This design comes from an exercise in tuning for small area, a short achievable clock period and few clock cycles per item on the open sky130 flow, not from production work. Function was checked by simulation only, so behaviour that the tests miss may differ from the original. Power figures rest on the tool's default switching activity, not on a simulated workload.

==> design/flow/design.v <==
package modred_pkg;
  typedef logic [32-1:0] word_t;
  typedef enum logic {
    MOD_MERSENNE = 1'b0,   
    MOD_FERMAT   = 1'b1    
  } mod_kind_e;
endpackage
`timescale 1ns/1ns
module modred_shared_mem #(
  parameter int ROW_W = 4,
  parameter int NROWS = 64 / ROW_W,
  parameter int PTR_W = $clog2(NROWS),
  parameter int IO_ST = 0      
) (
  input  logic                          clk_i,
  input  logic [ROW_W-1:0]              tag_v_i,      
  input  logic [ROW_W-1:0][3:0]         tag_k_i,
  input  logic [ROW_W-1:0]              tag_kind_i,
  input  logic [ROW_W-1:0]              wr_en_i,      
  input  modred_pkg::word_t             wr_data_i,
  output logic [PTR_W-1:0]              ptr_o,
  output logic [ROW_W-1:0][32-1:0] last_row_o  
);
  localparam int FIRST_PLAIN = 8;
  logic [PTR_W-1:0]                    ptr_q;
  logic [ROW_W-1:0][32-1:0]    head_q;
  logic [ROW_W-1:0]                    head_v_q;
  logic [ROW_W-1:0][3:0]               head_k_q;
  logic [ROW_W-1:0]                    head_kind_q;
  logic [ROW_W-1:0][32-1:0]    red;
  logic [ROW_W-1:0][32-1:0]    row_q [FIRST_PLAIN:NROWS-1];
  always_ff @(posedge clk_i) begin
    ptr_q <= ptr_q + 1'b1;
  end
  for (genvar i = 0; i < ROW_W; i++) begin : g_word
    always_ff @(posedge clk_i) begin
      if (IO_ST == 0) begin
        head_q[i] <= wr_en_i[i] ? wr_data_i : row_q[NROWS-1][i];
      end else begin
        head_q[i] <= row_q[NROWS-1][i];
      end
      head_v_q[i]    <= tag_v_i[i];
      head_k_q[i]    <= tag_k_i[i];
      head_kind_q[i] <= tag_kind_i[i];
    end
    modred_engine u_red (
      .clk_i  (clk_i),
      .x_i    (head_q[i]),
      .v_i    (head_v_q[i]),
      .kc_i   (head_k_q[i]),
      .kind_i (head_kind_q[i]),
      .r_o    (red[i])
    );
  end
  always_ff @(posedge clk_i) begin
    row_q[FIRST_PLAIN] <= red;
    for (int s = FIRST_PLAIN + 1; s < NROWS; s++) begin
      row_q[s] <= row_q[s-1];
      if (s == IO_ST) begin
        for (int i = 0; i < ROW_W; i++) begin
          if (wr_en_i[i]) begin
            row_q[s][i] <= wr_data_i;
          end
        end
      end
    end
  end
  assign ptr_o      = ptr_q;
  assign last_row_o = (IO_ST == 0) ? row_q[NROWS-1] : row_q[(IO_ST == 0) ? NROWS-1 : IO_ST-1];
endmodule
`timescale 1ns/1ns
module modred_add #(
  parameter int W = 16
) (
  input  logic [W-1:0] a_i,
  input  logic [W-1:0] b_i,
  input  logic         ci_i,
  output logic [W-1:0] s_o,
  output logic         co_o
);
  localparam int L = $clog2(W);
  logic [L:0][W-1:0] g;
  logic [L:0][W-1:0] p;
  logic [W-1:0]      x;
  always_comb begin
    x    = a_i ^ b_i;
    g[0] = a_i & b_i;
    p[0] = x;
    g[0][0] = (a_i[0] & b_i[0]) | (x[0] & ci_i);
    for (int l = 0; l < L; l++) begin
      for (int i = 0; i < W; i++) begin
        if (((i >> l) & 1) == 1) begin
          g[l+1][i] = g[l][i] | (p[l][i] & g[l][((i >> l) << l) - 1]);
          p[l+1][i] = p[l][i] & p[l][((i >> l) << l) - 1];
        end else begin
          g[l+1][i] = g[l][i];
          p[l+1][i] = p[l][i];
        end
      end
    end
    s_o[0] = x[0] ^ ci_i;
    for (int i = 1; i < W; i++) begin
      s_o[i] = x[i] ^ g[L][i-1];
    end
    co_o = g[L][W-1];
  end
endmodule
module modred_engine (
  input  logic        clk_i,
  input  logic [31:0] x_i,
  input  logic        v_i,
  input  logic [3:0]  kc_i,
  input  logic        kind_i,
  output logic [31:0] r_o
);
  function automatic logic [2:0] a_shift(input logic [3:0] kc);
    case (kc)
      4'd3, 4'd6, 4'd12: a_shift = 3'd4;   
      4'd5, 4'd10:       a_shift = 3'd2;   
      4'd7, 4'd14:       a_shift = 3'd6;   
      4'd9:              a_shift = 3'd1;   
      4'd11:             a_shift = 3'd3;   
      4'd13:             a_shift = 3'd5;   
      4'd15:             a_shift = 3'd7;   
      default:           a_shift = 3'd0;   
    endcase
  endfunction
  function automatic logic [1:0] b_shift(input logic [3:0] kc);
    case (kc)
      4'd5:       b_shift = 2'd1;   
      4'd3, 4'd6: b_shift = 2'd2;   
      4'd7:       b_shift = 2'd3;   
      default:    b_shift = 2'd0;   
    endcase
  endfunction
  function automatic logic b_used(input logic [3:0] kc);
    b_used = (kc >= 4'd2) && (kc <= 4'd7);
  endfunction
  function automatic logic [15:0] therm2(input logic [2:0] sh);
    for (int j = 0; j < 16; j++) begin
      therm2[j] = (j < 2 * sh);
    end
  endfunction
  function automatic logic [15:0] kmask(input logic [3:0] kc);
    for (int j = 0; j < 16; j++) begin
      kmask[j] = (kc == 4'd0) || (j < kc);
    end
  endfunction
  logic        a_on;
  logic [2:0]  a_sh;
  logic [15:0] a_keep;
  logic [15:0] a_t1;
  logic [15:0] a_t2;
  logic [15:0] a_hi;
  logic [15:0] a_slo;
  logic        a_c16;
  assign a_on   = v_i && (kc_i != 4'd0);
  assign a_sh   = a_shift(kc_i);
  assign a_keep = a_on ? therm2(a_sh) : 16'hFFFF;
  assign a_t1   = a_sh[0] ? {2'b00, x_i[31:18]} : x_i[31:16];
  assign a_t2   = a_sh[1] ? {4'h0, a_t1[15:4]} : a_t1;
  assign a_hi   = a_on ? (a_sh[2] ? {8'h00, a_t2[15:8]} : a_t2) : 16'h0000;
  modred_add #(.W(16)) u_add_a (
    .a_i (x_i[15:0]),
    .b_i (a_hi),
    .ci_i(1'b0),
    .s_o (a_slo),
    .co_o(a_c16)
  );
  logic [15:0] s1_u;
  logic [15:0] s1_lo;
  logic        s1_c16;
  logic        s1_v;
  logic [3:0]  s1_kc;
  logic        s1_kind;
  always_ff @(posedge clk_i) begin
    s1_u    <= x_i[31:16] & a_keep;
    s1_lo   <= a_slo;
    s1_c16  <= a_c16;
    s1_v    <= v_i;
    s1_kc   <= kc_i;
    s1_kind <= kind_i;
  end
  logic        a2_on;
  logic [2:0]  a2_sh;
  logic [15:0] a2_keep;
  logic [15:0] a2_inc;
  logic        a2_co;
  logic        a2_c;
  assign a2_on   = s1_v && (s1_kc != 4'd0);
  assign a2_sh   = a_shift(s1_kc);
  assign a2_keep = a2_on ? therm2(a2_sh) : 16'hFFFF;
  modred_add #(.W(16)) u_inc_a (
    .a_i (s1_u),
    .b_i (16'd0),
    .ci_i(s1_c16),
    .s_o (a2_inc),
    .co_o(a2_co)
  );
  assign a2_c = a2_on && a2_inc[{a2_sh, 1'b0}];
  logic [31:0] s2_x;
  logic        s2_c;
  logic        s2_v;
  logic [3:0]  s2_kc;
  logic        s2_kind;
  always_ff @(posedge clk_i) begin
    s2_x    <= {a2_inc & a2_keep, s1_lo};
    s2_c    <= a2_c;
    s2_v    <= s1_v;
    s2_kc   <= s1_kc;
    s2_kind <= s1_kind;
  end
  logic        b_on;
  logic [1:0]  b_sh;
  logic [5:0]  b_keep;
  logic [19:0] b_t1;
  logic [19:0] b_t2;
  assign b_on   = s2_v && b_used(s2_kc);
  assign b_sh   = b_shift(s2_kc);
  assign b_keep = ~(6'h3F << {b_sh, 1'b0});
  assign b_t1   = b_sh[0] ? {2'b00, s2_x[27:10]} : s2_x[27:8];
  assign b_t2   = b_sh[1] ? {4'h0, b_t1[19:4]} : b_t1;
  logic [31:0] s3_x;
  logic        s3_c;
  logic        s3_v;
  logic [3:0]  s3_kc;
  logic        s3_kind;
  always_ff @(posedge clk_i) begin
    s3_x    <= b_on ? {4'h0, b_t2[13:0], s2_x[13:8] & b_keep, s2_x[7:0]} : s2_x;
    s3_c    <= s2_c;
    s3_v    <= s2_v;
    s3_kc   <= s2_kc;
    s3_kind <= s2_kind;
  end
  logic        b2_on;
  logic [1:0]  b2_sh;
  logic [5:0]  b2_keep;
  logic [13:0] b2_s;
  logic        b2_co;
  logic        b2_c;
  assign b2_on   = s3_v && b_used(s3_kc);
  assign b2_sh   = b_shift(s3_kc);
  assign b2_keep = ~(6'h3F << {b2_sh, 1'b0});
  modred_add #(.W(14)) u_add_b (
    .a_i (s3_x[13:0]),
    .b_i (s3_x[27:14]),
    .ci_i(s3_c),
    .s_o (b2_s),
    .co_o(b2_co)
  );
  always_comb begin
    case (b2_sh)
      2'd0:    b2_c = b2_s[8];
      2'd1:    b2_c = b2_s[10];
      2'd2:    b2_c = b2_s[12];
      default: b2_c = b2_co;
    endcase
  end
  logic [31:0] s4_x;
  logic        s4_c;
  logic        s4_v;
  logic [3:0]  s4_kc;
  logic        s4_kind;
  always_ff @(posedge clk_i) begin
    s4_x    <= b2_on ? {18'd0, b2_s[13:8] & b2_keep, b2_s[7:0]} : s3_x;
    s4_c    <= b2_on ? b2_c : s3_c;
    s4_v    <= s3_v;
    s4_kc   <= s3_kc;
    s4_kind <= s3_kind;
  end
  logic        c_on;
  logic        c_six;
  logic [5:0]  c_hi;
  logic [5:0]  c_lo;
  logic [5:0]  c_s;
  logic        c_co;
  assign c_six = (s4_kc == 4'd3);
  assign c_on  = s4_v && (s4_kc == 4'd2 || s4_kc == 4'd3);
  assign c_hi  = c_six ? s4_x[11:6] : {2'b00, s4_x[7:4]};
  assign c_lo  = c_six ? s4_x[5:0] : {2'b00, s4_x[3:0]};
  modred_add #(.W(6)) u_add_c (
    .a_i (c_lo),
    .b_i (c_hi),
    .ci_i(s4_c),
    .s_o (c_s),
    .co_o(c_co)
  );
  logic [31:0] s5_x;
  logic        s5_c;
  logic        s5_v;
  logic [3:0]  s5_kc;
  logic        s5_kind;
  always_ff @(posedge clk_i) begin
    if (c_on) begin
      s5_x <= c_six ? {26'd0, c_s} : {28'd0, c_s[3:0]};
      s5_c <= c_six ? c_co : c_s[4];
    end else begin
      s5_x <= s4_x;
      s5_c <= s4_c;
    end
    s5_v    <= s4_v;
    s5_kc   <= s4_kc;
    s5_kind <= s4_kind;
  end
  logic [3:0]  d_kc;
  logic [3:0]  d_sh;
  logic [29:0] d_t1;
  logic [29:0] d_t2;
  logic [29:0] d_t3;
  logic [15:0] d_hi;
  logic [15:0] d_lo;
  logic [15:0] d_loi;
  logic        d_loco;
  assign d_kc = s5_v ? s5_kc : 4'd0;
  assign d_sh = d_kc - 4'd2;            
  assign d_t1 = d_sh[0] ? {1'b0, s5_x[31:3]} : s5_x[31:2];
  assign d_t2 = d_sh[1] ? {2'b00, d_t1[29:2]} : d_t1;
  assign d_t3 = d_sh[2] ? {4'h0, d_t2[29:4]} : d_t2;
  assign d_hi = d_sh[3] ? d_t3[23:8] : d_t3[15:0];
  assign d_lo = s5_x[15:0] & kmask(d_kc);
  modred_add #(.W(16)) u_inc_d (
    .a_i (d_lo),
    .b_i (16'd0),
    .ci_i(s5_c),
    .s_o (d_loi),
    .co_o(d_loco)
  );
  logic [15:0] s6_hi;
  logic [16:0] s6_lo;    
  logic        s6_v;
  logic [3:0]  s6_kc;
  logic        s6_kind;
  always_ff @(posedge clk_i) begin
    s6_hi   <= d_hi;
    s6_lo   <= {d_loco, d_loi};
    s6_v    <= s5_v;
    s6_kc   <= s5_kc;
    s6_kind <= s5_kind;
  end
  logic [17:0] d2_s;
  logic        d2_co;
  modred_add #(.W(18)) u_add_d (
    .a_i ({1'b0, s6_lo}),
    .b_i ({2'b00, s6_hi} ^ {18{s6_kind}}),
    .ci_i(s6_kind),
    .s_o (d2_s),
    .co_o(d2_co)
  );
  logic [31:0] s7_x;
  logic        s7_v;
  logic [3:0]  s7_kc;
  logic        s7_kind;
  always_ff @(posedge clk_i) begin
    s7_x    <= s6_v ? {14'd0, d2_s} : {s6_hi, s6_lo[15:0]};
    s7_v    <= s6_v;
    s7_kc   <= s6_kc;
    s7_kind <= s6_kind;
  end
  logic [15:0] e_mask;
  logic [15:0] e_a;
  logic [15:0] e_a1;
  logic        e_a1co;
  logic        e_all1;    
  logic        e_all1h;   
  logic        e_ink;     
  logic        e_inc;
  logic [16:0] e_y;
  assign e_mask  = kmask(s7_kc);
  assign e_a     = s7_x[15:0] & e_mask;
  assign e_all1h = &(s7_x[15:1] | ~e_mask[15:1]);
  assign e_all1  = e_all1h & s7_x[0];
  assign e_ink   = (s7_kc == 4'd0) ? s7_x[16] : s7_x[s7_kc];
  assign e_inc   = s7_kind ? s7_x[17] : e_ink;
  modred_add #(.W(16)) u_inc_e (
    .a_i (e_a),
    .b_i (16'd0),
    .ci_i(1'b1),
    .s_o (e_a1),
    .co_o(e_a1co)
  );
  assign e_y = e_inc ? {e_a1co, e_a1} : {1'b0, e_a};
  always_comb begin
    if (!s7_v) begin
      r_o = s7_x;
    end else if (s7_kind) begin
      r_o = s7_x[17] ? {15'd0, e_y} : {15'd0, s7_x[16:0]};
    end else if (e_all1) begin
      r_o = {31'd0, e_inc};                  
    end else if (e_inc && e_all1h) begin
      r_o = 32'd0;                           
    end else begin
      r_o = {15'd0, e_y};
    end
  end
endmodule
`timescale 1ns/1ns
module modred_apb_regs #(
  parameter int ROW_W = 4,
  parameter int NROWS = 64 / ROW_W,
  parameter int PTR_W = $clog2(NROWS),
  parameter int WRD_W = $clog2(ROW_W),
  parameter int IO_ST = 0
) (
  input  logic                             clk_i,
  input  logic                             rst_ni,
  input  logic                             psel_i,
  input  logic                             penable_i,
  input  logic                             pwrite_i,
  input  logic [11:0]                      paddr_i,
  input  modred_pkg::word_t                pwdata_i,
  output modred_pkg::word_t                prdata_o,
  output logic                             pready_o,
  output logic                             pslverr_o,
  input  logic [PTR_W-1:0]                 ptr_i,
  input  logic [ROW_W-1:0][32-1:0] last_row_i,
  output logic [ROW_W-1:0]                 tag_v_o,
  output logic [ROW_W-1:0][3:0]            tag_k_o,
  output logic [ROW_W-1:0]                 tag_kind_o,
  output logic [ROW_W-1:0]                 wr_en_o,
  output modred_pkg::word_t                wr_data_o
);
  localparam logic [1:0] REG_CFG   = 2'd0;
  localparam logic [1:0] REG_BASE  = 2'd1;
  localparam logic [1:0] REG_COUNT = 2'd2;
  localparam logic [1:0] REG_CTRL  = 2'd3;
  logic [4:0]            k_q     [0:1];
  logic                  kind_q  [0:1];
  logic [6-1:0] base_q  [0:1];
  logic [8:0]            count_q [0:1];
  logic [1:0]            busy_q;
  logic [1:0]            done_q;
  logic [PTR_W-1:0]      last_q  [0:1];
  logic [5:0]            cm1_q   [0:1];    
  logic                  mem_pend_q;
  logic                  mem_we_q;
  logic [PTR_W-1:0]      mem_row_q;
  logic [WRD_W-1:0]      mem_word_q;
  logic                  pready_q;
  logic                  pslverr_q;
  modred_pkg::word_t     prdata_q;
  logic        setup;
  logic        is_mem;
  logic        is_reg;
  logic        esel;
  logic [1:0]  rsel;
  logic [4:0]  wr_k;
  logic        cfg_ok;
  logic        reg_err;
  logic [1:0]  start;
  modred_pkg::word_t reg_rdata;
  logic [1:0]  ending;      
  logic [1:0]  wr_busy;     
  logic [1:0]  done_vis;
  assign setup  = psel_i & ~penable_i;
  assign is_mem = (paddr_i[11:10] == 2'b00);
  assign is_reg = (paddr_i[11:5] == 7'b0100000);
  assign esel   = paddr_i[4];
  assign rsel   = paddr_i[3:2];
  assign wr_k   = pwdata_i[4:0];
  assign cfg_ok = (wr_k >= 5'd2) && (wr_k <= 5'd16) &&
                  !(|pwdata_i[31:9]) && !(|pwdata_i[7:5]);
  always_comb begin
    reg_err = 1'b0;
    if (!is_reg) begin
      reg_err = 1'b1;
    end else if (pwrite_i && wr_busy[esel]) begin
      reg_err = 1'b1;
    end else if (pwrite_i && rsel == REG_CFG && !cfg_ok) begin
      reg_err = 1'b1;
    end
  end
  logic [1:0] wr_sel;       
  logic [1:0] cfg_we;
  logic [1:0] base_we;
  logic [1:0] count_we;
  always_comb begin
    for (int e = 0; e < 2; e++) begin
      wr_sel[e]   = setup && pwrite_i && is_reg && (esel == 1'(e)) && !wr_busy[e];
      cfg_we[e]   = wr_sel[e] && (rsel == REG_CFG) && cfg_ok;
      base_we[e]  = wr_sel[e] && (rsel == REG_BASE);
      count_we[e] = wr_sel[e] && (rsel == REG_COUNT);
      start[e]    = wr_sel[e] && (rsel == REG_CTRL) && pwdata_i[0];
    end
  end
  always_comb begin
    reg_rdata = '0;
    if (is_reg) begin
      case (rsel)
        REG_CFG:   reg_rdata = {23'd0, kind_q[esel], 3'd0, k_q[esel]};
        REG_BASE:  reg_rdata = {26'd0, base_q[esel]};
        REG_COUNT: reg_rdata = {23'd0, count_q[esel]};
        default:   reg_rdata = {30'd0, done_vis[esel], busy_q[esel] & ~ending[esel]};
      endcase
    end
  end
  logic [PTR_W-1:0] entry_row;
  logic [PTR_W-1:0] io_row;
  logic             hit;
  assign entry_row = ptr_i + 1'b1;
  assign io_row    = ptr_i + PTR_W'(NROWS + 1 - IO_ST);
  assign hit       = mem_pend_q && (mem_row_q == io_row);
  always_comb begin
    for (int i = 0; i < ROW_W; i++) begin
      wr_en_o[i] = hit && mem_we_q && (mem_word_q == WRD_W'(i));
    end
  end
  assign wr_data_o = pwdata_i;
  always_ff @(posedge clk_i or negedge rst_ni) begin
    if (!rst_ni) begin
      mem_pend_q <= 1'b0;
      mem_we_q   <= 1'b0;
      mem_row_q  <= '0;
      mem_word_q <= '0;
    end else begin
      if (setup) begin
        mem_pend_q <= is_mem;
        mem_we_q   <= pwrite_i;
        mem_row_q  <= paddr_i[6+1:2+WRD_W];
        mem_word_q <= paddr_i[1+WRD_W:2];
      end else if (hit) begin
        mem_pend_q <= 1'b0;
      end
    end
  end
  always_ff @(posedge clk_i) begin
    pready_q  <= setup ? !is_mem : hit;
    pslverr_q <= setup && !is_mem && reg_err;
    prdata_q  <= setup ? reg_rdata : last_row_i[mem_word_q];
  end
  assign prdata_o  = prdata_q;
  assign pready_o  = pready_q;
  assign pslverr_o = pslverr_q;
  logic [PTR_W-1:0] last_pre_q [0:1];
  logic [PTR_W-1:0] rf    [0:1];
  logic [PTR_W:0]   rspan [0:1];
  logic [WRD_W-1:0] fb    [0:1];
  logic [WRD_W-1:0] lw    [0:1];
  always_comb begin
    logic [6:0] endw;     
    for (int e = 0; e < 2; e++) begin
      endw     = {1'b0, cm1_q[e]} + 7'(base_q[e][WRD_W-1:0]);
      rf[e]    = base_q[e][6-1:WRD_W];
      fb[e]    = base_q[e][WRD_W-1:0];
      lw[e]    = endw[WRD_W-1:0];
      rspan[e] = endw[WRD_W+PTR_W:WRD_W];
    end
  end
  function automatic logic [PTR_W-1:0] last_row_of(input logic [PTR_W-1:0] f,
                                                   input logic [PTR_W:0] span,
                                                   input logic [PTR_W-1:0] h);
    logic [PTR_W-1:0] off;
    off = h - f;
    if (span >= (PTR_W+1)'(NROWS - 1) || ((PTR_W+1)'(off) <= span && off != '0)) begin
      last_row_of = h - 1'b1;
    end else begin
      last_row_of = f + PTR_W'(span);
    end
  endfunction
  always_ff @(posedge clk_i or negedge rst_ni) begin
    if (!rst_ni) begin
      busy_q <= '0;
      done_q <= '0;
      for (int e = 0; e < 2; e++) begin
        k_q[e]     <= '0;
        kind_q[e]  <= 1'b0;
        base_q[e]  <= '0;
        count_q[e] <= '0;
        last_q[e]  <= '0;
        cm1_q[e]   <= '0;
      end
    end else begin
      for (int e = 0; e < 2; e++) begin
        if (start[e]) begin
          busy_q[e] <= (count_q[e] != 9'd0);
          done_q[e] <= (count_q[e] == 9'd0);
          last_q[e] <= last_pre_q[e];
        end else if (busy_q[e] && entry_row == last_q[e]) begin
          busy_q[e] <= 1'b0;
          done_q[e] <= 1'b1;
        end
        if (cfg_we[e]) begin
          k_q[e]    <= wr_k;
          kind_q[e] <= pwdata_i[8];
        end
        if (base_we[e]) begin
          base_q[e] <= pwdata_i[6-1:0];
        end
        if (count_we[e]) begin
          count_q[e] <= pwdata_i[8:0];
          cm1_q[e]   <= (pwdata_i[8:6] != 3'd0) ? 6'd63 : (pwdata_i[5:0] - 6'd1);
        end
      end
    end
  end
  always_comb begin
    for (int e = 0; e < 2; e++) begin
      ending[e]   = busy_q[e] && (last_q[e] == entry_row || last_q[e] == PTR_W'(entry_row + 1'b1) ||
                                  last_q[e] == PTR_W'(entry_row + 2'd2));
      wr_busy[e]  = busy_q[e] && (last_q[e] != entry_row);
      done_vis[e] = done_q[e] || ending[e];
    end
  end
  logic [ROW_W-1:0] pre_in0_q;
  logic [ROW_W-1:0] pre_in1_q;
  logic [ROW_W-1:0] pre_in_d [0:1];
  always_comb begin
    logic [PTR_W-1:0] roff;
    logic             in_rows;
    logic             is_first;
    logic             is_last;
    for (int e = 0; e < 2; e++) begin
      roff     = PTR_W'(ptr_i + 2'd2) - rf[e];
      in_rows  = (PTR_W+1)'(roff) <= rspan[e];
      is_first = (roff == '0);
      is_last  = ((PTR_W+1)'(roff) == rspan[e]);
      if (count_q[e] == 9'd0) begin
        pre_in_d[e] = '0;
      end else if (rspan[e] == (PTR_W+1)'(NROWS)) begin
        for (int i = 0; i < ROW_W; i++) begin
          pre_in_d[e][i] = !is_first || (WRD_W'(i) >= fb[e]) || (WRD_W'(i) <= lw[e]);
        end
      end else begin
        for (int i = 0; i < ROW_W; i++) begin
          pre_in_d[e][i] = in_rows && (!is_first || WRD_W'(i) >= fb[e]) &&
                           (!is_last || WRD_W'(i) <= lw[e]);
        end
      end
    end
  end
  always_ff @(posedge clk_i) begin
    pre_in0_q <= pre_in_d[0];
    pre_in1_q <= pre_in_d[1];
    for (int e = 0; e < 2; e++) begin
      last_pre_q[e] <= last_row_of(rf[e], rspan[e], PTR_W'(ptr_i + 2'd2));
    end
  end
  always_comb begin
    logic sel0;
    for (int i = 0; i < ROW_W; i++) begin
      sel0          = pre_in0_q[i] && (!pre_in1_q[i] || busy_q[0] || (!busy_q[1] && !esel));
      tag_v_o[i]    = (pre_in0_q[i] && (busy_q[0] || start[0])) ||
                      (pre_in1_q[i] && (busy_q[1] || start[1]));
      tag_k_o[i]    = sel0 ? k_q[0][3:0] : k_q[1][3:0];
      tag_kind_o[i] = sel0 ? kind_q[0] : kind_q[1];
    end
  end
endmodule
`timescale 1ns/1ns
module modred_top (
  input  logic              clk_i,
  input  logic              rst_ni,
  input  logic              psel_i,
  input  logic              penable_i,
  input  logic              pwrite_i,
  input  logic [11:0]       paddr_i,
  input  modred_pkg::word_t pwdata_i,
  output modred_pkg::word_t prdata_o,
  output logic              pready_o,
  output logic              pslverr_o
);
  localparam int ROW_W = 4;
  localparam int NROWS = 64 / ROW_W;
  localparam int PTR_W = $clog2(NROWS);
  localparam int IO_ST = 0;
  logic [PTR_W-1:0]                 ptr;
  logic [ROW_W-1:0][32-1:0] last_row;
  logic [ROW_W-1:0]                 tag_v;
  logic [ROW_W-1:0][3:0]            tag_k;
  logic [ROW_W-1:0]                 tag_kind;
  logic [ROW_W-1:0]                 wr_en;
  modred_pkg::word_t                wr_data;
  modred_apb_regs #(
    .ROW_W (ROW_W),
    .NROWS (NROWS),
    .IO_ST (IO_ST)
  ) u_regs (
    .clk_i      (clk_i),
    .rst_ni     (rst_ni),
    .psel_i     (psel_i),
    .penable_i  (penable_i),
    .pwrite_i   (pwrite_i),
    .paddr_i    (paddr_i),
    .pwdata_i   (pwdata_i),
    .prdata_o   (prdata_o),
    .pready_o   (pready_o),
    .pslverr_o  (pslverr_o),
    .ptr_i      (ptr),
    .last_row_i (last_row),
    .tag_v_o    (tag_v),
    .tag_k_o    (tag_k),
    .tag_kind_o (tag_kind),
    .wr_en_o    (wr_en),
    .wr_data_o  (wr_data)
  );
  modred_shared_mem #(
    .ROW_W (ROW_W),
    .NROWS (NROWS),
    .IO_ST (IO_ST)
  ) u_mem (
    .clk_i      (clk_i),
    .tag_v_i    (tag_v),
    .tag_k_i    (tag_k),
    .tag_kind_i (tag_kind),
    .wr_en_i    (wr_en),
    .wr_data_i  (wr_data),
    .ptr_o      (ptr),
    .last_row_o (last_row)
  );
endmodule
==> design/flow/flow/run.sh <==
#!/bin/bash
# Own layout flow: the standard ORFS flow (standard.sh, so the standard
# synthesis unchanged) with three differences in how the layout is made:
#  - timing repair aims for setup slack of SETUP_SLACK_MARGIN ns beyond the
#    10 ns constraint, so cells on the longest paths get sized up;
#  - ports are buffered with sky130_fd_sc_hd__buf_2 rather than the smallest
#    buffer ORFS picks (a delay cell);
#  - clock tree synthesis adds no dummy loads for balancing.
# The clock period, SDC and all checks are the design's. make's output goes to
# flow_make.log here; each ORFS step writes its own full log under orfs/logs/.
set -euo pipefail
export SETUP_SLACK_MARGIN=7.0
export BUFFER_PORTS_ARGS="-buffer_cell sky130_fd_sc_hd__buf_2"
export CTS_ARGS="-sink_clustering_enable -repair_clock_nets -dont_use_dummy_load -sink_clustering_size 30"
bash standard.sh finish > flow_make.log 2>&1
==> design/flow/standard.sh <==
#!/bin/bash
# synth_recipe.tcl (not shown) runs the flow's synth.tcl, then flattens the netlist and writes it again
# the make line also repeats each setting of config.mk as NAME=value (left out here)
make -C /OpenROAD-flow-scripts/flow DESIGN_CONFIG=/design/flow/config.mk WORK_HOME=/design/flow/orfs CLKGATE_MAP_FILE= SYNTH_SCRIPT=/design/flow/synth_recipe.tcl "${@:-finish}"
==> design/flow/config.mk <==
export PLATFORM = sky130hd
export DESIGN_NAME = modred_top
export DESIGN_NICKNAME = modred_top
export VERILOG_FILES = /design/flow/design.v
export SDC_FILE = /design/flow/constraint.sdc
export NUM_CORES = 4
export LEC_CHECK = 0
export ABC_CLOCK_PERIOD_IN_PS = 3500
export CAP_MARGIN = 20
export CORE_MARGIN = 2
export CORE_UTILIZATION = 60
export PLACE_DENSITY = 0.7
export SLEW_MARGIN = 20
==> design/flow/constraint.sdc <==
create_clock -name core_clock -period 10.0 [get_ports {clk_i}]
set_input_delay 2.0000 -clock core_clock [delete_from_list [all_inputs] [get_ports {clk_i}]]
set_output_delay 2.0000 -clock core_clock [all_outputs]
set_load 0.01 [all_outputs]
==> results.txt, run 1 <==
total gr overflow 0; crit path kind input pin to register; Fillers 10300; initial antenna violation count 39; largest net degree at the start of global routing 75; Tcrit/Tclk final 34.3%; switching power total 3320 uW; VDD IR max 0.167 mV; synthesized instance count 7527; Worst-path clk slew 60 ps; Multi-input gate area 36900 sq um; H-tree depth 4; combinational share of power 0.9%; Synth Flop Type dfxtp_1; total internal power 13500 uW; DR iter-0 viols 4457; actual slew at the worst max-slew pin 1060 ps; die area 146000 sq um; setup slack after layout 6570 ps; Chip Height 381 um; Via density 5.69; sequential share of power 57.4%; clock sink total 2416; I/O pins 83; Placement Setup Slack 5010 ps; CTS Buf Count 220; top-area cell type share of the netlist area 54.8%; CTS tree built; M1 WL 96.1 mm; synthesized area 85500 sq um; area grow syn2layout 14.3%; CP startpoint kind input pin; CTS root buffer clkbuf_16; Row Count 138; core box area 141000 sq um; Synth Warn # 20; Horiz. Die Dim 381 um; share of cells above drive strength 1 18.3%; WP data required 10640 ps; TritonRoute pass-1 iters 6; clock latency (worst-skew pair) 850 ps; Hold Fails Final Rpt 0; clock power share 41.6%; crit path max fanout 8; top sig layer met5; status timing/DRC/antenna clean; register area share after synthesis 57.0%; Post-Route Setup TNS 0 ps; HPWL Detailed 152 mm; DRC Markers 0; vias in the first global route 53900; first-pass GRT wire length 322 mm; final net count 8226; vias 55400; most frequent cells in the layout dfxtp_1, nand2_1, mux2i_1; Crit. End Element register; Routed met2 length 96.2 mm; leakage 0.0416 uW; Routed WL 214 mm; CTS Buffer Depth 3; average size of a mapped cell 11.4 sq um; min-delay worst type register to register; met3 wire length 13.2 mm; syn nets 7929; switching part of the total 19.7%; count of different cell masters after synthesis 105; Setup violations, final 0; DRT antenna net count 0; Slew Viols, Final 0; global-route usage over all layers 28.8%; area leader, netlist dfxtp_1; Max-slew headroom 29.1%; register area 48900 sq um; Initial Util 60.5%; RSZ-0062 raised after global routing true; Synth async-reset ratio 3.06%; Routed WL per cell 22.0 um; Area contributors post-synth dfxtp_1, mux2i_1, ha_1, mux2_2, and2_1; worst-case clock skew 98.3 ps; commonest non-fill, non-tap cell in the layout dfxtp_1; fin crit period 3430 ps; Yosys reg bits 2416; maximum clock frequency 292 MHz; RePlAce Congestion 0.937; max cap viols 0; pwr dens 172 nW/um^2; Post-synth EDFFs 0; Critical Path AT 4070 ps; Port Buffers 80
==> critical path, stage by stage <==
cell and delay (ps):
buf_6 90, or4b_4 540, nor4_4 280, and2_4 210
buf_4 120, and4_4 320, buf_6 150, nand2_8 70
mux2_2 280
==> synthesized netlist by cell type (234+ instances only) <==
cell	instances
a21oi_1	273
and2_1	308
clkbuf_1	234
dfxtp_1	2342
ha_1	275
inv_1	256
mux2_2	270
mux2i_1	386
nand2_1	497
nor2_1	330
nor2b_1	264
o21ai_0	344
==> stage by stage <==
stage	std cells	hold WS, ps	power (uW)	instance area [sq um]	util, %
after floorplan	7527	310	9980	86500	-
after global placement	9250	310	10000	88100	62.3
after detailed placement	9250	312	10000	88100	62.3
after CTS	9607	278	17000	95700	67.7
after global routing	9712	282	17400	97700	69.1
final	9731	283	16900	97800	69.1
==> metal layers <==
| metal | global-route usage (%) | vias to the layer above |
|---|---|---|
| met1 | 39.8 | 26800 |
| li1 | - | 26400 |
| met4 | 11.1 | 26 |
| met2 | 44.9 | 1692 |
| met3 | 5.30 | 443 |
| met5 | 0 | - |
==> final timing paths <==
check | from | end | slack [ps] | cells after the start
setup / recovery | paddr_i[7] | u_regs.k_q[0][3] | 6570 | 9
hold / removal | u_mem.row_q[9][107] | u_mem.row_q[10][107] | 280 | 0
setup reg to reg | u_mem.g_word[0].u_red.a_sh[0] | u_mem.g_word[0].u_red.s1_lo[8] | 6760 | 14
hold reg to reg | u_mem.row_q[9][107] | u_mem.row_q[10][107] | 280 | 0
max in group asynchronous | rst_ni | u_regs.base_q[0][1] | 7880 | 1
min in group asynchronous | rst_ni | u_regs.mem_row_q[2] | 1340 | 1
==> state kept, by name, indices dropped and copies added, names as in the netlist, 64 cells and up <==
signal,flops
u_mem.head_q,128
u_mem.g_word.u_red.s7_x,128
u_mem.g_word.u_red.s1_lo,64
u_mem.g_word.u_red.s6_lo,68
u_mem.g_word.u_red.s4_x,128
u_mem.g_word.u_red.s5_x,128
u_mem.row_q,1024
u_mem.g_word.u_red.s3_x,128
u_mem.g_word.u_red.s6_hi,64
u_mem.g_word.u_red.s1_u,64
u_mem.g_word.u_red.s2_x,128
==> layout make-up <==
class | instances | share of cell area, %
inverter | 265 | 1.09
antenna | 19 | 0.0486
clock buffer | 220 | 5.63
tap | 1890 | 2.42
timing repair buffer | 359 | 2.98
sequential | 2416 | 50.1
multi-input combinational | 4562 | 37.8
==> timing repair <==
action,in CTS,in global routing
endpoints found under the hold margin,0,0
setup endpoints to repair,384,310
pin swaps,85,124
gates cloned,2,4
buffers inserted,135,101
resized for setup,283,295
hold buffers,0,0
==> logic make-up after synthesis <==
group / Yosys count / synth area share (%)
flip-flops: 2416 / 57.0
AND/OR/NAND/NOR: 1867 / 11.3
AO/OA/AOI/OAI: 1241 / 9.39
multiplexers: 737 / 10.2
buffers and inverters: 553 / 2.50
XOR/XNOR: 358 / 3.70
adder cells (fa/ha/maj): 355 / 5.87
==> power groups by stage <==
stage | clock network, uW | logic (uW) | registers [uW]
finish | 7010 | 158 | 9680
CTS | 7150 | 152 | 9680
floorplan | 0 | 86.9 | 9890
global placement | 0 | 146 | 9900
detailed placement | 0 | 147 | 9900
global route | 7530 | 167 | 9680
Testbench counts, summed over its fixed seeds: cycles 3,722, words 5,120.
==> run 2: changes to the inputs <==
--- a/design/flow/flow/run.sh
+++ b/design/flow/flow/run.sh
@@ -9,7 +9,7 @@
 # The clock period, SDC and all checks are the design's. make's output goes to
 # flow_make.log here; each ORFS step writes its own full log under orfs/logs/.
 set -euo pipefail
-export SETUP_SLACK_MARGIN=7.0
+export SETUP_SLACK_MARGIN=6.8
 export BUFFER_PORTS_ARGS="-buffer_cell sky130_fd_sc_hd__buf_2"
 export CTS_ARGS="-sink_clustering_enable -repair_clock_nets -dont_use_dummy_load -sink_clustering_size 30"
 bash standard.sh finish > flow_make.log 2>&1
==> results.txt, run 2 <==
I/O pins 83; core box area 141000 sq um; maximum clock frequency 288 MHz; initial antenna violation count 47; Largest register FFs 1024; worst hold slack 281 ps; worst-case clock skew 81.3 ps; Row Count 138; Max-slew headroom 32.8%; CTS root buffer clkbuf_16; CTS Buffer Depth 3; top-area cell type share of the netlist area 54.8%; CP startpoint kind input pin; most frequent cells in the layout dfxtp_1, nand2_1, mux2i_1; WP data required 10700 ps; DR iter-0 viols 4201; Hold Fails Final Rpt 0; Post-Route Setup TNS 0 ps; CTS tree built; largest net degree at the start of global routing 48; min-delay worst type register to register; Area after DPL 87900 sq um; hold_buf cts 0; CTS Buf Count 221; synthesized instance count 7527; clock sink total 2416; synthesized area 85500 sq um; pwr dens 175 nW/um^2; crit path kind input pin to register; max cap viols 0; area leader, netlist dfxtp_1; average size of a mapped cell 11.4 sq um; post-synthesis simple-gate area fraction 11.3%; post-layout util 68.1%; post-synthesis mux area share 10.2%; Area contributors post-synth dfxtp_1, mux2i_1, ha_1, mux2_2, and2_1; actual slew at the worst max-slew pin 1000 ps; register area share after synthesis 57.0%; share of cells above drive strength 1 15.8%; switching power total 3300 uW; Routed WL per cell 21.7 um; sequential share of power 57.4%; DRT antenna net count 0; vias in the first global route 53400; CP max stage delay 540 ps; vias 54900; Slew Viols, Final 0; Yosys reg bits 2416; Biggest register u_mem.row_q; final net count 8148; Critical Path AT 4170 ps; Synth Flop Type dfxtp_1; worst-path cell chain buf_6 > or4b_4 > nor4_4 > buf_4 > and2_4 > nand4_1 > buf_6 > nor3_4 > buf_6 > buf_8 > mux2_4; synth cell count leaders dfxtp_1, nand2_1, mux2i_1; area grow syn2layout 12.7%; Via density 5.69; die area 146000 sq um; Post-synth EDFFs 0; syn nets 7929; crit path max fanout 5; total gr overflow 0; Chip Height 381 um; Crit. End Element register; Initial Util 60.5%; XOR/XNOR Fraction of Synth Area 3.70%; DRC Markers 0; complex-gate fraction of the synthesized area 9.39%; combinational share of power 0.9%; VDD IR max 0.205 mV; Port Buffers 80; Critical-path top delay cell or4b_4; most frequent CP cell buf_6; total power 16900 uW; switching part of the total 19.6%; Setup violations, final 0; Synth async-reset ratio 3.06%; RSZ-0062 raised after global routing true; count of different cell masters after synthesis 105; fin crit period 3470 ps; TritonRoute pass-1 iters 12; commonest non-fill, non-tap cell in the layout dfxtp_1; Routed WL 210 mm; global-route usage over all layers 28.4%; RePlAce Congestion 0.934; clock latency (worst-skew pair) 840 ps; first-pass GRT wire length 318 mm; HPWL Detailed 152 mm; Synth Warn # 20; cell with the most instances after synthesis dfxtp_1; status timing/DRC/antenna clean; Worst-path clk slew 60 ps; largest family of logic cells by synthesized area simple AND/OR/NAND/NOR gates; adder-cell share of the synthesized area 5.87%; leakage 0.0410 uW; H-tree depth 4; Horiz. Die Dim 381 um; clock power share 41.6%; fin area 96400 sq um; Tcrit/Tclk final 34.7%; total internal power 13600 uW
==> run 2: cell type report <==
type                       instances  area (sq um)
timing repair buffer             282          2330
antenna                           18          45.0
inverter                         265          1030
multi-input combinational       4560         36200
fill                           10500         45100
clock buffer                     221          5530
sequential                      2416         48900
tap                             1890          2360
==> run 2: logic make-up (layout without fill, tap and decap cells) <==
| family | count (synthesis) | in the layout |
|---|---|---|
| compound gates | 1241 | 1241 |
| flops | 2416 | 2416 |
| mux | 737 | 737 |
| other cells | 0 | 18 |
| fa+ha+maj | 355 | 355 |
| xor+xnor | 358 | 358 |
| simple gates | 1867 | 1869 |
| buf+inv | 553 | 768 |
==> run 2: timing repair <==
item,4_1_cts,5_1_grt
resized for setup,227,206
endpoints found under the setup margin,305,276
gates cloned,3,1
pin swaps,55,82
setup buffers,85,66
==> run 2: per-stage QoR <==
stage / setup WS (ps) / cells
2_1_floorplan: 6030 / 7527
3_3_place_gp: 5400 / 9257
3_5_place_dp: 5340 / 9257
4_1_cts: 6540 / 9566
5_1_grt: 6500 / 9637
6_report: 6530 / 9652
==> run 2: metal layers <==
layer / wire [um] / up-vias / global-route usage (%)
li1: - / 26300 / -
met1: 92400 / 26400 / 39.6
met2: 95200 / 1727 / 44.8
met3: 15400 / 413 / 5.13
met4: 6360 / 28 / 9.09
met5: 177 / - / 0
==> run 2: path summary, 6_finish.rpt <==
path                                                from                               to  slack [ps]  cells past startpoint
max reg2reg                u_mem.g_word[1].u_red.a_sh[0]  u_mem.g_word[1].u_red.s1_lo[14]        6710                     15
min                                  u_mem.row_q[12][64]              u_mem.row_q[13][64]         280                      0
max in group asynchronous                         rst_ni              u_regs.base_q[0][0]        7890                      2
min in group asynchronous                         rst_ni                u_regs.mem_pend_q        1110                      1
max                                           paddr_i[9]             u_regs.count_q[1][5]        6530                     11
min reg2reg                          u_mem.row_q[12][64]              u_mem.row_q[13][64]         280                      0
==> run 2: worst max-delay path: cells and delay by family <==
family / cells / cell delay [ps]
multiplexers: 1 / 290
AND/OR/NAND/NOR: 5 / 1120
buffers and inverters: 5 / 740
==> run 2: power by group through the flow <==
stage	registers (uW)	logic [uW]	clock network, uW
final	9680	156	7020
after global routing	9680	166	7510
after CTS	9680	152	7150
after detailed placement	9900	148	0
after global placement	9900	146	0
after floorplan	9890	83.4	0
==> run 3: changes to the inputs <==
--- a/design/flow/design.v
+++ b/design/flow/design.v
@@ -21,7 +21,7 @@
   output logic [PTR_W-1:0]              ptr_o,
   output logic [ROW_W-1:0][32-1:0] last_row_o  
 );
-  localparam int FIRST_PLAIN = 8;
+  localparam int FIRST_PLAIN = 7;
   logic [PTR_W-1:0]                    ptr_q;
   logic [ROW_W-1:0][32-1:0]    head_q;
   logic [ROW_W-1:0]                    head_v_q;
@@ -198,27 +198,17 @@
     .co_o(a2_co)
   );
   assign a2_c = a2_on && a2_inc[{a2_sh, 1'b0}];
-  logic [31:0] s2_x;
-  logic        s2_c;
-  logic        s2_v;
-  logic [3:0]  s2_kc;
-  logic        s2_kind;
-  always_ff @(posedge clk_i) begin
-    s2_x    <= {a2_inc & a2_keep, s1_lo};
-    s2_c    <= a2_c;
-    s2_v    <= s1_v;
-    s2_kc   <= s1_kc;
-    s2_kind <= s1_kind;
-  end
+  logic [31:0] a2_x;
+  assign a2_x = {a2_inc & a2_keep, s1_lo};
   logic        b_on;
   logic [1:0]  b_sh;
   logic [5:0]  b_keep;
   logic [19:0] b_t1;
   logic [19:0] b_t2;
-  assign b_on   = s2_v && b_used(s2_kc);
-  assign b_sh   = b_shift(s2_kc);
+  assign b_on   = s1_v && b_used(s1_kc);
+  assign b_sh   = b_shift(s1_kc);
   assign b_keep = ~(6'h3F << {b_sh, 1'b0});
-  assign b_t1   = b_sh[0] ? {2'b00, s2_x[27:10]} : s2_x[27:8];
+  assign b_t1   = b_sh[0] ? {2'b00, a2_x[27:10]} : a2_x[27:8];
   assign b_t2   = b_sh[1] ? {4'h0, b_t1[19:4]} : b_t1;
   logic [31:0] s3_x;
   logic        s3_c;
@@ -226,11 +216,11 @@
   logic [3:0]  s3_kc;
   logic        s3_kind;
   always_ff @(posedge clk_i) begin
-    s3_x    <= b_on ? {4'h0, b_t2[13:0], s2_x[13:8] & b_keep, s2_x[7:0]} : s2_x;
-    s3_c    <= s2_c;
-    s3_v    <= s2_v;
-    s3_kc   <= s2_kc;
-    s3_kind <= s2_kind;
+    s3_x    <= b_on ? {4'h0, b_t2[13:0], a2_x[13:8] & b_keep, a2_x[7:0]} : a2_x;
+    s3_c    <= a2_c;
+    s3_v    <= s1_v;
+    s3_kc   <= s1_kc;
+    s3_kind <= s1_kind;
   end
   logic        b2_on;
   logic [1:0]  b2_sh;
==> results.txt, run 3 <==
status timing/DRC/antenna clean; Reg2Reg Capture Point u_mem.g_word[2].u_red.s4_c; first-pass GRT wire length 320 mm; HPWL Detailed 153 mm; post-layout util 68.2%; post-synthesis mux area share 9.67%; maximum clock frequency 289 MHz; Row Count 138; share of cells above drive strength 1 15.7%; switching power total 3280 uW; H-tree depth 4; VDD IR max 0.204 mV; syn nets 8004; Area contributors post-synth dfxtp_1, mux2i_1, ha_1, mux2_2, nand2_1; Synth Warn # 20; CP startpoint kind input pin; hold depth 0; I/O pins 83; CTS Buffer Depth 3; final net count 8239; Critical Path AT 4100 ps; XOR/XNOR Fraction of Synth Area 3.93%; Crit. End Element register; synthesized area 85000 sq um; CTS Buf Count 221; worst hold slack 277 ps; total gr overflow 0; sequential share of power 57.2%; Worst-path clk slew 60 ps; Largest register FFs 1152; combinational share of power 1.1%; fin crit period 3460 ps; min-delay worst type register to register; global-route usage over all layers 28.7%; post-synthesis simple-gate area fraction 11.9%; Post-synth EDFFs 0; CTS tree built; Synth async-reset ratio 3.10%; max cap viols 0; total power 16700 uW; Horiz. Die Dim 380 um; Area after DPL 87200 sq um; pwr dens 174 nW/um^2; total internal power 13500 uW; crit path max fanout 6; Max-slew headroom 25.2%; Initial Util 60.2%; worst-case clock skew 89.9 ps; RePlAce Congestion 0.984; area grow syn2layout 13.1%; largest net degree at the start of global routing 75; hold_buf cts 0; die area 145000 sq um; Hold Startpoint u_mem.row_q[14][80]; register area share after synthesis 56.7%; actual slew at the worst max-slew pin 1120 ps; commonest non-fill, non-tap cell in the layout dfxtp_1; leakage 0.0410 uW; average size of a mapped cell 11.2 sq um; vias in the first global route 53300; Via density 5.64; synthesized instance count 7602; Setup violations, final 0; Yosys reg bits 2388; Biggest register u_mem.row_q; Tcrit/Tclk final 34.6%; Synth Flop Type dfxtp_1; most frequent cells in the layout dfxtp_1, nand2_1, nor2_1; largest family of logic cells by synthesized area simple AND/OR/NAND/NOR gates; cells on worst reg2reg path 12; complex-gate fraction of the synthesized area 9.41%; DR iter-0 viols 4091; top-area cell type share of the netlist area 54.5%; cell with the most instances after synthesis dfxtp_1; area leader, netlist dfxtp_1; RSZ-0062 raised after global routing true; initial antenna violation count 39; register-to-register setup slack 6630 ps; synth cell count leaders dfxtp_1, nand2_1, nor2_1; DRC Markers 0; crit path kind input pin to register; Routed WL 212 mm; DRT antenna net count 0; clock latency (worst-skew pair) 840 ps; count of different cell masters after synthesis 101; switching part of the total 19.6%; Post-Route Setup TNS 0 ps; CTS root buffer clkbuf_16; Port Buffers 80; Chip Height 380 um; Hold Fails Final Rpt 0; WHS Endpoint u_mem.row_q[15][80]; Routed WL per cell 21.8 um; Slew Viols, Final 0; vias 54900; R2R Path Start u_mem.g_word[2].u_red.s3_x[0]; TritonRoute pass-1 iters 6; clock power share 41.7%; fin area 96100 sq um; clock sink total 2388; WP data required 10640 ps; core box area 141000 sq um; adder-cell share of the synthesized area 5.93%
## run 3: cell count changes in the layout (fill, tap and decap cells not counted), moves of 15 or more
cell / previous run / this run
buf_6: 39 / 54
nand3_1: 70 / 92
a21boi_0: 50 / 27
inv_1: 252 / 214
o21ai_0: 304 / 320
o211ai_1: 29 / 49
xor2_1: 147 / 164
nor2b_1: 261 / 222
a22oi_1: 53 / 18
nand2_1: 470 / 531
and3_1: 41 / 64
a21oi_1: 247 / 278
nor2_1: 314 / 377
dfxtp_1: 2282 / 2249
## run 3: kinds of logic (layout without fill, tap and decap cells)
group,after synthesis,in the layout
other cells,0,13
mux,705,705
simple gates,1991,1996
buf+inv,529,757
fa+ha+maj,357,357
compound gates,1255,1255
flops,2388,2388
xor+xnor,377,377
## run 3: power by group through the flow
stage	clock network, uW	registers, uW	logic (uW)
detailed placement	0	9790	162
floorplan	0	9780	95.9
finish	6980	9580	178
global placement	0	9790	161
CTS	7110	9580	167
global route	7470	9580	189
## run 3: how the worst max path moves through the flow
stage	from	endpoint	slack, ps	cells past startpoint
detailed placement	paddr_i[7]	u_regs.count_q[1][8]	4900	8
global placement	paddr_i[7]	u_regs.count_q[1][8]	4960	8
floorplan	paddr_i[7]	u_regs.count_q[1][0]	5980	8
CTS	paddr_i[7]	u_regs.count_q[0][3]	6600	8
global route	u_mem.g_word[1].u_red.a_sh[0]	u_mem.g_word[1].u_red.s1_lo[14]	6470	17
finish	paddr_i[7]	u_regs.last_q[0][1]	6540	8
## run 3: worst max-delay path: stages
cell	delay, ps
buf_6	90
or4b_4	540
nor4_4	270
nand2_2	170
nor4b_4	380
buf_4	200
nand3_4	140
mux2_2	310
## run 3: timing repair
item | CTS | global route
pin swaps | 58 | 101
endpoints found under the setup margin | 282 | 223
buffers inserted | 104 | 84
resized for setup | 205 | 253
gates cloned | 2 | 3
## run 3: final cells by class
class                   count  area [sq um]
repair buffers            302          2450
flip-flops and latches   2388         48300
inverters                 234           898
clock buffers             221          5530
diodes                     13          32.5
well taps                1890          2360
fillers                 10600         44900
multi-input cells        4690         36500
## run 3: per-layer routing
| layer | up-vias | routed length, um | global-route usage [%] |
|---|---|---|---|
| li1 | 26500 | - | - |
| met5 | - | 215 | 0 |
| met3 | 394 | 16900 | 7.53 |
| met4 | 34 | 6020 | 8.38 |
| met2 | 1608 | 92500 | 43.1 |
| met1 | 26400 | 96700 | 40.7 |
## run 3: metrics by stage
stage	setup WS, ps	std cells
finish	6540	9738
floorplan	5980	7602
CTS	6600	9637
global route	6470	9732
detailed placement	4900	9310
global placement	4960	9310
Testbench counts of run 3, summed over its fixed seeds: cycles 3,722, words 5,120.
==> run 4: changes to the inputs <==
--- a/design/flow/flow/run.sh
+++ b/design/flow/flow/run.sh
@@ -9,7 +9,7 @@
 # The clock period, SDC and all checks are the design's. make's output goes to
 # flow_make.log here; each ORFS step writes its own full log under orfs/logs/.
 set -euo pipefail
-export SETUP_SLACK_MARGIN=6.8
+export SETUP_SLACK_MARGIN=6.5
 export BUFFER_PORTS_ARGS="-buffer_cell sky130_fd_sc_hd__buf_2"
 export CTS_ARGS="-sink_clustering_enable -repair_clock_nets -dont_use_dummy_load -sink_clustering_size 30"
 bash standard.sh finish > flow_make.log 2>&1
==> results.txt, run 4 <==
CTS tree built; min-delay worst type register to register; register area share after synthesis 56.7%; H-tree depth 4; pwr dens 178 nW/um^2; total gr overflow 0; Slew Viols, Final 0; Crit. End Element register; Critical-path top delay cell or4b_4; HPWL Detailed 154 mm; area leader, netlist dfxtp_1; RePlAce Congestion 0.930; Routed WL per cell 21.9 um; Synth Flop Type dfxtp_1; CTS root buffer clkbuf_16; Horiz. Die Dim 380 um; Via density 5.69; max cap viols 0; DRC Markers 0; crit path max fanout 7; Yosys reg bits 2388; VDD IR max 0.172 mV; actual slew at the worst max-slew pin 1100 ps; Largest register FFs 1152; average size of a mapped cell 11.2 sq um; TritonRoute pass-1 iters 8; CP startpoint kind input pin; core box area 141000 sq um; top cell family by delay on the critical path simple AND/OR/NAND/NOR gates; Routed WL 210 mm; Area contributors post-synth dfxtp_1, mux2i_1, ha_1, mux2_2, nand2_1; Biggest register u_mem.row_q; synth cell count leaders dfxtp_1, nand2_1, nor2_1; crit path kind input pin to register; vias in the first global route 52800; CTS Buffer Depth 3; die area 145000 sq um; synthesized area 85000 sq um; Port Buffers 80; largest net degree at the start of global routing 75; DR iter-0 viols 4758; leakage 0.0402 uW; clock latency (worst-skew pair) 820 ps; commonest non-fill, non-tap cell in the layout dfxtp_1; first-pass GRT wire length 318 mm; RSZ-0062 raised after global routing true; WP data required 10670 ps; cell with the most instances after synthesis dfxtp_1; setup slack after layout 6440 ps; Chip Height 380 um; worst-case clock skew 75.4 ps; area grow syn2layout 10.5%; CTS Buf Count 218; top-area cell type share of the netlist area 54.5%; Initial Util 60.2%; status timing/DRC/antenna clean; Synth async-reset ratio 3.10%; Area after DPL 87100 sq um; CP bufs+invs 4; initial antenna violation count 41; Worst-path clk slew 60 ps; Post-Route Setup TNS 0 ps; syn nets 8004; most frequent cells in the layout dfxtp_1, nand2_1, nor2_1; synthesized instance count 7602; fin area 93900 sq um; clock sink total 2388; Setup violations, final 0; Row Count 138; Critical Path AT 4230 ps; Tcrit/Tclk final 35.6%; final net count 8120; share of cells above drive strength 1 12.3%; Hold Fails Final Rpt 0; DRT antenna net count 0; CP max stage delay 540 ps; vias 54800; I/O pins 83; global-route usage over all layers 28.5%; Synth Warn # 20; worst-path cell chain buf_6 > or4b_4 > nor4_4 > nand2_2 > inv_2 > nand4_1 > buf_4 > nor2_4 > buf_8 > mux2_2; fin crit period 3560 ps; count of different cell masters after synthesis 101; maximum clock frequency 281 MHz; post-layout util 66.5%; Max-slew headroom 26.6%; Post-synth EDFFs 0; Placement Setup Slack 4890 ps
[run 4: changes by cell type in the layout (fill, tap and decap cells not counted), moves of 12 or more]
cell and change:
xor2_2 -12, dfxtp_2 -24, a21oi_1 +14, buf_6 -46
nand2_1 +17, buf_2 +20, dfxtp_4 -13, buf_4 -75
o21ai_0 +15, a21oi_2 -12, dfxtp_1 +37, xor2_1 +15
[run 4: power breakdown]
group          switching (uW)  internal, uW
registers                25.1          9560
clock network            3140          3790
logic                     114          58.3
[run 4: worst register-to-register path: cells and delay by family, from the launching register on]
family                   cells  cell delay (ps)
flip-flops                   1              400
adder cells (fa/ha/maj)      1              360
buffers and inverters        1              130
AO/OA/AOI/OAI                7             1350
multiplexers                 2              610
AND/OR/NAND/NOR              3              430
[run 4: kinds of logic after synthesis]
group,after synthesis,synth area share [%]
AND/OR/NAND/NOR,1991,11.9
multiplexers,705,9.67
XOR/XNOR,377,3.93
buffers and inverters,529,2.45
flip-flops,2388,56.7
AO/OA/AOI/OAI,1255,9.41
adder cells (fa/ha/maj),357,5.93
[run 4: path summary, 6_finish.rpt]
kind / from / end / slack, ps / cells past startpoint
min in group asynchronous: rst_ni / u_regs.last_q[0][1] / 1440 / 2
min reg2reg: u_mem.row_q[8][57] / u_mem.row_q[9][57] / 290 / 0
max: paddr_i[7] / u_regs.count_q[1][8] / 6440 / 10
min: u_mem.row_q[8][57] / u_mem.row_q[9][57] / 290 / 0
max reg2reg: u_mem.g_word[0].u_red.a_sh[0] / u_mem.g_word[0].u_red.s1_c16 / 6600 / 14
max in group asynchronous: rst_ni / u_regs.mem_word_q[0] / 7820 / 2
[run 4: routing by layer]
| metal | vias to the layer above | part of all wire [%] | track usage (%) |
|---|---|---|---|
| li1 | 26200 | - | - |
| met5 | - | 0.092 | 0.132 |
| met4 | 30 | 3.1 | 9.30 |
| met3 | 384 | 7.7 | 6.29 |
| met1 | 26400 | 47 | 41.8 |
| met2 | 1728 | 42 | 41.7 |
[run 4: per-stage QoR]
stage	power, uW	hold WS (ps)	cells
finish	16700	287	9626
global route	17200	281	9611
CTS	16800	277	9556
detailed placement	9950	312	9317
global placement	9950	310	9316
floorplan	9870	310	7602
[run 4: timing repair]
item                       4_1_cts  5_1_grt
setup endpoints to repair      134      136
pin swaps                        7       41
resized for setup               62      131
cloned                           1        0
setup buffers                   20       50
hold buffers                     0        0
[run 4: area by class of cell]
class,instances,area [sq um]
Fill cell,10800,47200
Inverter,234,886
Antenna cell,20,50.0
Timing Repair Buffer,190,1300
Multi-Input combinational cell,4686,35600
Tap cell,1890,2360
Sequential cell,2388,48200
Clock buffer,218,5460
==> run 5: changes to the inputs <==
--- a/design/flow/design.v
+++ b/design/flow/design.v
@@ -21,7 +21,7 @@
   output logic [PTR_W-1:0]              ptr_o,
   output logic [ROW_W-1:0][32-1:0] last_row_o  
 );
-  localparam int FIRST_PLAIN = 7;
+  localparam int FIRST_PLAIN = 6;
   logic [PTR_W-1:0]                    ptr_q;
   logic [ROW_W-1:0][32-1:0]    head_q;
   logic [ROW_W-1:0]                    head_v_q;
@@ -275,23 +275,14 @@
     .s_o (c_s),
     .co_o(c_co)
   );
-  logic [31:0] s5_x;
-  logic        s5_c;
-  logic        s5_v;
-  logic [3:0]  s5_kc;
-  logic        s5_kind;
-  always_ff @(posedge clk_i) begin
-    if (c_on) begin
-      s5_x <= c_six ? {26'd0, c_s} : {28'd0, c_s[3:0]};
-      s5_c <= c_six ? c_co : c_s[4];
-    end else begin
-      s5_x <= s4_x;
-      s5_c <= s4_c;
-    end
-    s5_v    <= s4_v;
-    s5_kc   <= s4_kc;
-    s5_kind <= s4_kind;
-  end
+  logic [5:0]  c_v;
+  logic        c_c;
+  logic [2:0]  c_shi;
+  logic [3:0]  c_slo;
+  assign c_v   = c_six ? c_s : {2'b00, c_s[3:0]};
+  assign c_c   = c_six ? c_co : c_s[4];
+  assign c_shi = c_six ? c_v[5:3] : {1'b0, c_v[3:2]};
+  assign c_slo = (c_six ? {1'b0, c_v[2:0]} : {2'b00, c_v[1:0]}) + {3'd0, c_c};
   logic [3:0]  d_kc;
   logic [3:0]  d_sh;
   logic [29:0] d_t1;
@@ -301,17 +292,17 @@
   logic [15:0] d_lo;
   logic [15:0] d_loi;
   logic        d_loco;
-  assign d_kc = s5_v ? s5_kc : 4'd0;
+  assign d_kc = s4_v ? s4_kc : 4'd0;
   assign d_sh = d_kc - 4'd2;            
-  assign d_t1 = d_sh[0] ? {1'b0, s5_x[31:3]} : s5_x[31:2];
+  assign d_t1 = d_sh[0] ? {1'b0, s4_x[31:3]} : s4_x[31:2];
   assign d_t2 = d_sh[1] ? {2'b00, d_t1[29:2]} : d_t1;
   assign d_t3 = d_sh[2] ? {4'h0, d_t2[29:4]} : d_t2;
   assign d_hi = d_sh[3] ? d_t3[23:8] : d_t3[15:0];
-  assign d_lo = s5_x[15:0] & kmask(d_kc);
+  assign d_lo = s4_x[15:0] & kmask(d_kc);
   modred_add #(.W(16)) u_inc_d (
     .a_i (d_lo),
     .b_i (16'd0),
-    .ci_i(s5_c),
+    .ci_i(s4_c),
     .s_o (d_loi),
     .co_o(d_loco)
   );
@@ -321,11 +312,11 @@
   logic [3:0]  s6_kc;
   logic        s6_kind;
   always_ff @(posedge clk_i) begin
-    s6_hi   <= d_hi;
-    s6_lo   <= {d_loco, d_loi};
-    s6_v    <= s5_v;
-    s6_kc   <= s5_kc;
-    s6_kind <= s5_kind;
+    s6_hi   <= c_on ? {13'd0, c_shi} : d_hi;
+    s6_lo   <= c_on ? {13'd0, c_slo} : {d_loco, d_loi};
+    s6_v    <= s4_v;
+    s6_kc   <= s4_kc;
+    s6_kind <= s4_kind;
   end
   logic [17:0] d2_s;
   logic        d2_co;
--- a/design/flow/flow/run.sh
+++ b/design/flow/flow/run.sh
@@ -9,7 +9,7 @@
 # The clock period, SDC and all checks are the design's. make's output goes to
 # flow_make.log here; each ORFS step writes its own full log under orfs/logs/.
 set -euo pipefail
-export SETUP_SLACK_MARGIN=6.5
+export SETUP_SLACK_MARGIN=6.8
 export BUFFER_PORTS_ARGS="-buffer_cell sky130_fd_sc_hd__buf_2"
 export CTS_ARGS="-sink_clustering_enable -repair_clock_nets -dont_use_dummy_load -sink_clustering_size 30"
 bash standard.sh finish > flow_make.log 2>&1
==> results.txt, run 5 <==
status timing/DRC/antenna clean; commonest non-fill, non-tap cell in the layout dfxtp_1; most frequent cells in the layout dfxtp_1, nand2_1, nor2_1; Critical-path top delay cell mux4_2; synthesized area 84300 sq um; Port Buffers 80; largest net degree at the start of global routing 75; Synth async-reset ratio 3.14%; initial antenna violation count 48; pwr dens 173 nW/um^2; sequential share of power 57.5%; worst-case clock skew 73.4 ps; Routed WL per cell 22.0 um; Setup violations, final 0; syn nets 7974; register area share after synthesis 56.5%; Slew Viols, Final 0; CP max stage delay 520 ps; Hold Startpoint u_mem.row_q[8][2]; average size of a mapped cell 11.1 sq um; Max-slew headroom 31.2%; Worst-path clk slew 60 ps; top-area cell type share of the netlist area 54.3%; clock sink total 2360; synth cell count leaders dfxtp_1, nand2_1, nor2_1; core box area 140000 sq um; I/O pins 83; Initial Util 60.4%; DR iter-0 viols 4341; most frequent CP cell a21o_1; RSZ-0062 raised after global routing true; clock power share 41.5%; crit path max fanout 6; top cell family by delay on the critical path compound AO/OA/AOI/OAI gates; cells on worst reg2reg path 14; RePlAce Congestion 0.933; Placement Setup Slack 5420 ps; Via density 5.70; dpl cells 9263; R2R Path Start u_mem.g_word[0].u_red.a_sh[0]; synthesized instance count 7563; Non-Filler Instances 9692; total internal power 13200 uW; total power 16500 uW; die area 143000 sq um; CP bufs+invs 1; Area contributors post-synth dfxtp_1, ha_1, mux2i_1, mux2_2, nand2_1; Yosys reg bits 2360; area leader, netlist dfxtp_1; Chip Height 379 um; Row Count 137; DRC Markers 0; Routed WL 213 mm; WHS Endpoint u_mem.row_q[9][2]; clock latency (worst-skew pair) 840 ps; area grow syn2layout 13.0%; max cap viols 0; Hold Fails Final Rpt 0; M2 GR Usage 44.5%; HPWL Detailed 152 mm; register-to-register setup slack 6560 ps; H-tree depth 4; vias 55200; Post-Route Setup TNS 0 ps; fin area 95200 sq um; fin crit period 3440 ps; switching power total 3220 uW; leakage 0.0408 uW; combinational share of power 1.0%; count of different cell masters after synthesis 103; Synth Flop Type dfxtp_1; switching part of the total 19.6%; CP startpoint kind register; Tcrit/Tclk final 34.4%; Area after DPL 86600 sq um; actual slew at the worst max-slew pin 1030 ps; Post-synth EDFFs 0; met1 usage 41.2%; Biggest register u_mem.row_q; Largest register FFs 1280; CTS tree built; vias in the first global route 53500; cell with the most instances after synthesis dfxtp_1; CTS Buf Count 215; CTS Buffer Depth 3; Crit. End Element register; busiest grt layer met2; Reg2Reg Capture Point u_mem.g_word[0].u_red.s1_lo[15]; Synth Warn # 20; share of cells above drive strength 1 16.3%; hold depth 0; grt met3 use 7.41%; final net count 8210; total gr overflow 0; crit path kind register to register; maximum clock frequency 291 MHz; TritonRoute pass-1 iters 6; worst-path cell chain mux4_2 > mux2i_2 > nor2_1 > ha_2 > fa_2 > a21o_1 > a21o_1 > a2111oi_4 > o31ai_2 > o211ai_1 > buf_4 > a21boi_4 > a21oi_2 > xnor2_1; VDD IR max 0.132 mV; min-delay worst type register to register; WP data required 10740 ps; global-route usage over all layers 29.3%; Horiz. Die Dim 379 um; first-pass GRT wire length 318 mm; DRT antenna net count 0; CTS root buffer clkbuf_16; Critical Path AT 4180 ps; setup slack after layout 6560 ps
==> run 5: cell types whose count changed after synthesis, moves of 14 or more <==
cell      before   now
a21oi_1      309   269
mux2i_1      381   322
a211oi_1      72   121
dfxtp_1     2314  2286
mux4_2        62    77
nor2_1       391   431
o21a_1        32    55
nand2_1      555   573
inv_1        226   255
and2_1       306   214
nor3_1        80    94
nand3_1       95    64
a22o_1        16    31
clkbuf_1     216   237
==> run 5: per-layer routing <==
metal	wire length [um]	vias up
met3	16400	354
met4	5690	28
li1	-	26400
met2	92900	1726
met5	307	-
met1	98100	26700
==> run 5: how the worst max path moves through the flow <==
stage / from / slack, ps / cells past startpoint / to
final: u_mem.g_word[0].u_red.a_sh[0] / 6560 / 14 / u_mem.g_word[0].u_red.s1_lo[15]
after global routing: u_mem.g_word[0].u_red.a_sh[0] / 6450 / 16 / u_mem.g_word[0].u_red.s1_lo[15]
after CTS: u_mem.g_word[3].u_red.s4_kc[1] / 6600 / 14 / u_mem.g_word[3].u_red.s6_lo[2]
after detailed placement: paddr_i[11] / 5420 / 7 / u_regs.count_q[1][8]
after global placement: paddr_i[11] / 5460 / 7 / u_regs.count_q[1][8]
after floorplan: paddr_i[11] / 6420 / 7 / u_regs.count_q[1][0]
==> run 5: stage by stage <==
| step | utilization [%] | hold WS [ps] |
|---|---|---|
| after floorplan | - | 310 |
| after global placement | 62.1 | 310 |
| after detailed placement | 62.1 | 312 |
| after CTS | 67.3 | 279 |
| after global routing | 68.2 | 287 |
| final | 68.2 | 268 |
==> run 5: cell families after synthesis <==
| group | Yosys count | share of synthesized area [%] |
|---|---|---|
| compound gates | 1323 | 10.2 |
| xor+xnor | 363 | 3.81 |
| fa+ha+maj | 364 | 6.09 |
| buf+inv | 563 | 2.61 |
| flops | 2360 | 56.5 |
| mux | 659 | 9.36 |
| simple gates | 1931 | 11.4 |
==> run 5: cell type report <==
type	instances	area [sq um]
clock buffers	215	5380
multi-input cells	4642	36100
fillers	10500	44300
repair buffers	316	2530
inverters	264	1010
flip-flops and latches	2360	47800
well taps	1876	2350
diodes	19	47.5
==> run 5: power groups by stage <==
stage | sequential [uW] | clock (uW) | combinational, uW
floorplan | 9660 | 0 | 88.7
global placement | 9670 | 0 | 155
detailed placement | 9680 | 0 | 156
CTS | 9460 | 6950 | 161
global route | 9460 | 7300 | 178
finish | 9460 | 6830 | 166
==> run 5: timing repair <==
item / in CTS / in global routing
gates resized for setup: 223 / 214
hold buffers: 0 / 0
endpoints found under the setup margin: 462 / 277
pin swaps: 93 / 112
setup buffers: 151 / 41
cloned: 1 / 2
Testbench counts of run 5, summed over its fixed seeds: cycles 3,722, words 5,120.

[afterwards: timing with drivers on the ports]
How much do the figures lean on ideal ports? The routed layouts below were timed once more, with nothing changed but the port constraints. Step 1 sets driving cells, clkbuf_16 on the clock port and buf_2 on the other inputs (assumed; they add their load-dependent delay and slew). Step 2 times the ports against the registers' clock, not the clock port: input delays grow and output delays shrink by t, the midpoint of the rising clock arrivals with the driver on. a / b / c = no drivers / after step 1 / after step 2; a / b = the first two.
run | shift t [ns] | setup slack, ns | clock arrival spread, ns | worst slew at a driven data input, ns
run 1 | 0.877 | 6.571 / 6.614 / 5.736 | 0.100 / 0.099 | 0.17
run 2 | 0.875 | 6.528 / 6.565 / 5.691 | 0.084 / 0.083 | 0.17
run 3 | 0.876 | 6.539 / 6.585 / 5.709 | 0.092 / 0.092 | 0.18
run 4 | 0.857 | 6.440 / 6.471 / 5.621 | 0.085 / 0.085 | 0.18
run 5 | 0.894 | 6.563 / 6.563 / 5.799 | 0.075 / 0.076 | 0.19
After both steps every run listed still meets setup and hold. For run 2, which loses most, drivers alone change the setup slack by +0.037 ns; drivers and shift together by -0.837 ns.
